From an optimization exercise on the open Yosys and OpenROAD flow, aimed at small area and a short achievable clock period; shortcuts taken in it are not production practice.
Only simulation tests tie the RTL to the original design; equivalence was not proved.
The clock input has no modelled driver; a real chip could not lean on it and would need a root buffer or a full tree.
Power is estimated from default activity; no workload was simulated.

Design cpu_trace_buffer, start of the top module:
module cpu_trace_buffer #(
  parameter int unsigned DATA_W  = 32,
  parameter int unsigned STATE_W = 4,
  parameter int unsigned DEPTH   = 64,
  parameter int unsigned CNT_W   = $clog2(DEPTH + 1)
) (
  input  logic                        clk,
  input  logic                        reset,
  input  logic                        arm,
  input  logic                        mode,
  input  logic [1:0]                  trig_sel,
  input  logic [DATA_W-1:0]           trig_val,
  input  logic                        trig_in,
  input  logic [CNT_W-1:0]            post_cnt,
  input  logic [DATA_W-1:0]           PC,
  input  logic [DATA_W-1:0]           Instr,
  input  logic [STATE_W-1:0]          state,
  input  logic                        IRWrite,
  input  logic                        MemWrite,
  input  logic [DATA_W-1:0]           Adr,
  output logic                        out_valid,
  input  logic                        out_ready,
  output logic [STATE_W+2*DATA_W-1:0] out_data,
  output logic                        out_last,
  output logic                        busy,
  output logic                        triggered,
  output logic [CNT_W-1:0]            count
);
Size: roughly 8,400 cells after synthesis, ~4,500 flip-flops, roughly 230 I/O pins.
==> flow/config.mk <==
export PLATFORM = sky130hd
export DESIGN_NAME = cpu_trace_buffer
export DESIGN_NICKNAME = cpu_trace_buffer
export VERILOG_FILES = /design/flow/design.v
export SDC_FILE = /design/flow/constraint.sdc
export NUM_CORES = 4
export LEC_CHECK = 0
export CAP_MARGIN = 20
export CORE_MARGIN = 2
export CORE_UTILIZATION = 60
export CTS_CLUSTER_DIAMETER = 80
export CTS_CLUSTER_SIZE = 25
export PLACE_DENSITY = 0.65
export SETUP_SLACK_MARGIN = 3.7
export SLEW_MARGIN = 20
export SYNTH_MEMORY_MAX_BITS = 8192
==> flow/constraint.sdc <==
create_clock -name core_clock -period 6.0 [get_ports {clk}]
set_input_delay 1.2000 -clock core_clock [delete_from_list [all_inputs] [get_ports {clk}]]
set_output_delay 1.2000 -clock core_clock [all_outputs]
set_load 0.01 [all_outputs]
standard.sh (not shown) runs the stock make flow with config.mk's settings and CLKGATE_MAP_FILE= SYNTH_SCRIPT=/design/flow/synth_recipe.tcl, a recipe that flattens the netlist after the stock synthesis.
==> flow/flow/run.sh <==
#!/bin/bash
# Standard layout, except that after clock tree synthesis the tree's root
# buffer is split into four, one per quadrant, which then drive the
# third level directly (flow/split_root.tcl).
set -e
cd "$(dirname "$0")/.."
export RES_DIR=$PWD/orfs/results/$FLOW_PLATFORM/cpu_trace_buffer/base
export FLOW_CLOCK_PORT=clk
OPENROAD=$(command -v openroad || echo "$FLOW_HOME/../tools/install/OpenROAD/bin/openroad")
bash standard.sh cts > std_cts.log 2>&1
"$OPENROAD" -exit -no_init flow/split_root.tcl > split_root.log 2>&1
bash standard.sh finish > std_finish.log 2>&1
Other scripts of this flow, unchanged in this note and not shown: flow/flow/split_root.tcl
The first run finished with timing, DRC and antenna clean.
Rerun with:
--- a/flow/config.mk
+++ b/flow/config.mk
@@ -10 +10 @@
-export CORE_UTILIZATION = 60
+export CORE_UTILIZATION = 55
@@ -13 +13 @@
-export PLACE_DENSITY = 0.65
+export PLACE_DENSITY = 0.72
After rerunning:
- area after synthesis stays the same
- clock power hardly moves
- sequential cell count does not change
- utilization shrinks by 6.5 points
- clock skew rose by 64 ps
- non-clock buffer count decreases by 131

========
## garnet
cpu_trace_buffer again, from the RTL that the note above started with.
Design cpu_trace_buffer, start of the top module:
module cpu_trace_buffer #(
  parameter int unsigned DATA_W  = 32,
  parameter int unsigned STATE_W = 4,
  parameter int unsigned DEPTH   = 64,
  parameter int unsigned CNT_W   = $clog2(DEPTH + 1)
) (
  input  logic                        clk,
  input  logic                        reset,
  input  logic                        arm,
  input  logic                        mode,
  input  logic [1:0]                  trig_sel,
  input  logic [DATA_W-1:0]           trig_val,
  input  logic                        trig_in,
  input  logic [CNT_W-1:0]            post_cnt,
  input  logic [DATA_W-1:0]           PC,
  input  logic [DATA_W-1:0]           Instr,
  input  logic [STATE_W-1:0]          state,
  input  logic                        IRWrite,
  input  logic                        MemWrite,
  input  logic [DATA_W-1:0]           Adr,
  output logic                        out_valid,
  input  logic                        out_ready,
  output logic [STATE_W+2*DATA_W-1:0] out_data,
  output logic                        out_last,
  output logic                        busy,
  output logic                        triggered,
  output logic [CNT_W-1:0]            count
);
  localparam int unsigned SD = DEPTH - 1;           
  localparam int unsigned EW = trace_pkg::ENTRY_W(STATE_W, DATA_W);
  logic              r_busy;
  logic              r_valid;
  logic              r_post;
  logic              r_triggered;
  logic              r_last;
  logic [CNT_W-1:0]  r_count;
  logic              r_cnt_nz;     
  logic              r_cnt_one;    
  logic [SD-1:0]     r_rd_oh;      
  logic [SD-1:0]     r_rd_oh_hi;   
  logic [EW-1:0]     r_head;       
  logic [CNT_W-1:0]  r_remaining;
  logic [CNT_W-1:0]  r_cnt_left;
  logic              r_mode_q;
  logic [3:0]        r_sel_oh;
  logic [DATA_W-1:0] r_val_q;
  logic              w_arm_ok;
  logic              w_sample;
  logic              w_trig_hit;
  logic              w_fire;
  logic              w_enter_dump;
  logic              w_full;
  logic              w_cnt0;
  logic              w_cnt1;
  logic              w_pop;
  logic              w_head_ld;
  logic              w_rd_mv;
  ...
Settings: LEC_CHECK=0, CAP_MARGIN=20, CORE_MARGIN=2, CORE_UTILIZATION=55, CTS_CLUSTER_DIAMETER=80, CTS_CLUSTER_SIZE=25, PLACE_DENSITY=0.65, SETUP_SLACK_MARGIN=3.5, SLEW_MARGIN=20, SYNTH_MEMORY_MAX_BITS=8192; clock period 6.0 ns.
==> flow/flow/split_root.tcl <==
# Split the clock tree's root buffer into one copy per quadrant of its loads,
# so the clock port drives four buffers that each carry a quarter of the
# root's load, and let those drive the level below the next one directly.
# Reads and rewrites the CTS result in place.
set plat $::env(FLOW_HOME)/platforms/$::env(FLOW_PLATFORM)
set res $::env(RES_DIR)
read_lef $plat/lef/sky130_fd_sc_hd.tlef
read_lef $plat/lef/sky130_fd_sc_hd_merged.lef
read_liberty $plat/lib/sky130_fd_sc_hd__tt_025C_1v80.lib
read_db $res/4_cts.odb
read_sdc $res/4_cts.sdc
source $plat/setRC.tcl
set_propagated_clock [all_clocks]

proc split_root {nparts} {
  set block [ord::get_db_block]
  # the root is the one buffer the clock port drives
  set port_net [$block findNet $::env(FLOW_CLOCK_PORT)]
  set root ""
  foreach it [$port_net getITerms] {
    if {[$it isInputSignal]} { set root [$it getInst] }
  }
  if {$root eq "" || [llength [$port_net getITerms]] != 1} {
    puts "split_root: clock port does not drive a single buffer; nothing to do"
    return
  }
  set master [$root getMaster]
  set out_net [[$root findITerm X] getNet]
  set loads {}
  foreach it [$out_net getITerms] {
    if {[$it isInputSignal]} { lappend loads $it }
  }
  set rb [$root getBBox]
  set cx [expr {([$rb xMin] + [$rb xMax]) / 2}]
  set cy [expr {([$rb yMin] + [$rb yMax]) / 2}]
  set sx 0; set sy 0
  foreach it $loads {
    set b [[$it getInst] getBBox]
    set sx [expr {$sx + [$b xMin]}]; set sy [expr {$sy + [$b yMin]}]
  }
  set n [llength $loads]
  set mx [expr {$sx / $n}]; set my [expr {$sy / $n}]
  array set G {}
  foreach it $loads {
    set b [[$it getInst] getBBox]
    set q [expr {([$b xMin] >= $mx ? 1 : 0) + ([$b yMin] >= $my ? 2 : 0)}]
    lappend G($q) $it
  }
  set rname [$root getName]
  set k 0
  foreach q [lsort [array names G]] {
    # nets and instances get distinct names (as CTS names them) so that
    # parasitics read back by name land on the net
    set name "${rname}_q$k"
    set nn [odb::dbNet_create $block "clknet_split_q$k"]
    $nn setSigType CLOCK
    set inst [odb::dbInst_create $block $master $name]
    set sx 0; set sy 0
    foreach it $G($q) {
      set b [[$it getInst] getBBox]
      set sx [expr {$sx + [$b xMin]}]; set sy [expr {$sy + [$b yMin]}]
    }
    set gx [expr {$sx / [llength $G($q)]}]; set gy [expr {$sy / [llength $G($q)]}]
    $inst setLocation [expr {($gx + $cx) / 2}] [expr {($gy + $cy) / 2}]
    $inst setPlacementStatus PLACED
    $inst setSourceType TIMING
    [$inst findITerm A] connect $port_net
    [$inst findITerm X] connect $nn
    foreach it $G($q) { $it disconnect; $it connect $nn }
    puts "split_root: $name drives [llength $G($q)] loads"
    incr k
  }
  odb::dbInst_destroy $root
  odb::dbNet_destroy $out_net
}

# Remove the buffers the given net drives: their loads move onto the net,
# and the net's driver moves to the middle of those loads.
proc collapse_children {net} {
  set block [ord::get_db_block]
  set drv ""
  set kids {}
  foreach it [$net getITerms] {
    if {[$it isInputSignal]} { lappend kids [$it getInst] } elseif {[$it isOutputSignal]} { set drv [$it getInst] }
  }
  set moved {}
  foreach kid $kids {
    if {![string match "*clkbuf*" [[$kid getMaster] getName]]} continue
    set onet [[$kid findITerm X] getNet]
    set loads {}
    foreach it [$onet getITerms] { if {[$it isInputSignal]} { lappend loads $it } }
    [$kid findITerm A] disconnect
    foreach it $loads { $it disconnect; $it connect $net; lappend moved $it }
    [$kid findITerm X] disconnect
    odb::dbInst_destroy $kid
    odb::dbNet_destroy $onet
  }
  set sx 0; set sy 0
  foreach it $moved {
    set b [[$it getInst] getBBox]
    set sx [expr {$sx + [$b xMin]}]; set sy [expr {$sy + [$b yMin]}]
  }
  if {[llength $moved]} {
    $drv setLocation [expr {$sx / [llength $moved]}] [expr {$sy / [llength $moved]}]
  }
  puts "collapse_children: [$drv getName] now drives [llength $moved] loads"
}

puts "before:"
report_clock_latency
split_root 4
# The level below the root only fans out by two; each quarter buffer drives
# the level under it directly instead
set block [ord::get_db_block]
foreach q {0 1 2 3} {
  set n [$block findNet "clknet_split_q$q"]
  if {$n ne "NULL"} { collapse_children $n }
}
detailed_placement
check_placement -verbose
estimate_parasitics -placement
puts "after:"
report_clock_latency
report_worst_slack -max
report_worst_slack -min
write_db $res/4_1_cts.odb
write_db $res/4_cts.odb
Scripts as last shown in full above: flow/flow/run.sh
garnet ended with every stage complete and zero timing, DRC or antenna violations.
### garnet -> quartz
Settings: a change of SETUP_SLACK_MARGIN from 3.5 to 3.7.
--- a/flow/flow/run.sh
+++ b/flow/flow/run.sh
@@ -2,3 +2,3 @@
-# Standard layout, except that after clock tree synthesis the tree's root
-# buffer is split into four, one per quadrant, which then drive the
-# third level directly (flow/split_root.tcl).
+# Standard layout, except that clock tree synthesis inserts no dummy loads,
+# and after it the tree's root buffer is split into four, one per quadrant,
+# which then drive the third level directly (flow/split_root.tcl).
@@ -10 +10,2 @@
-bash standard.sh cts > std_cts.log 2>&1
+CTS="-sink_clustering_enable -repair_clock_nets -sink_clustering_size 25 -sink_clustering_max_diameter 80 -dont_use_dummy_load"
+bash standard.sh "CTS_ARGS=$CTS" cts > std_cts.log 2>&1
[summary]
- quartz vs garnet, instance count: quartz lower
- Timing startpoint of the critical path = r_rd_oh[44]: garnet; timing startpoint of the critical path = PC[12]: quartz
- quartz vs garnet: aggregate routed wire length up slightly
- Switching power share of the total of quartz is on par with garnet.
- Diff garnet..quartz | combined flip-flop and latch cell area | negligible
- Compared quartz vs garnet, and area fraction of clock buffers and clock inverters is down in quartz.
- Non-clock inverter instance count of the final layout delta for quartz relative to garnet: 1 higher
- Compared with garnet, quartz shows a internal cell power that is about 0.5% lower.
Setup changes, quartz to fjord
Settings: SETUP_SLACK_MARGIN changed from 3.7 to 3.6.
==> flow/flow/run.sh <==
#!/bin/bash
# Standard layout, except that after clock tree synthesis the tree's root
# buffer is split into four, one per quadrant, which then drive the
# third level directly (flow/split_root.tcl).
set -e
cd "$(dirname "$0")/.."
export RES_DIR=$PWD/orfs/results/$FLOW_PLATFORM/cpu_trace_buffer/base
export FLOW_CLOCK_PORT=clk
OPENROAD=$(command -v openroad || echo "$FLOW_HOME/../tools/install/OpenROAD/bin/openroad")
bash standard.sh cts > std_cts.log 2>&1
"$OPENROAD" -exit -no_init flow/split_root.tcl > split_root.log 2>&1
bash standard.sh finish > std_finish.log 2>&1
### Flow results
Routed wire length: fjord better than quartz. For the worst setup slack, fjord came in 0.016 ns lower than quartz did. Largest fanout on the critical path came out higher on fjord than on quartz. On worst slack on hold paths, quartz loses to fjord. fjord ends up with lower area added between synthesis and finish than quartz does. On final instance area, fjord and quartz are basically level. In fjord, the number of optimization iterations in the first detailed-route pass came out 1 above the value in quartz.
Input-level comparison between yarrow and fjord:
Settings: SETUP_SLACK_MARGIN: 3.6 -> 3.7.
Results
Between yarrow and fjord, the difference in fraction of power spent switching nets is negligible.
[compare] base=fjord new=yarrow: final total power moved up; transition time at the pin with the least slew margin moved up; part of the total power dissipated in sequential elements moved down; total of flip-flops plus latches after synthesis level.

static timing again, ports no longer ideal:
The results above use ideal ports. As a check the final layouts listed here were re-extracted and re-timed, cells and wires unchanged. Step 1 sets driving cells, clkbuf_16 on the clock port and buf_2 on the other inputs (assumed; they add their load-dependent delay and slew). Step 2 also shifts input and output timing later by t, the mid clock arrival at the registers, as if the neighbouring blocks saw the same clock. Slacks: ideal / step 1 / step 2; pairs: ideal / step 1.
run	t, ns	slack for setup (ns)	worst setup path after step 2
the first run of note 1	0.871	3.474 / 3.313 / 2.787	input to register
the second run of note 1	0.865	3.377 / 3.305 / 2.608	input to register
garnet	0.882	3.475 / 3.330 / 2.795	input to register
quartz	0.868	3.506 / 3.336 / 2.807	input to register
fjord	0.881	3.490 / 3.331 / 2.726	input to register
yarrow	0.891	3.544 / 3.324 / 2.829	input to register
After both steps every run listed still meets setup and hold. The setup slack of the second run of note 1, which loses most, moves by -0.072 ns with the drivers and by -0.769 ns with both steps.
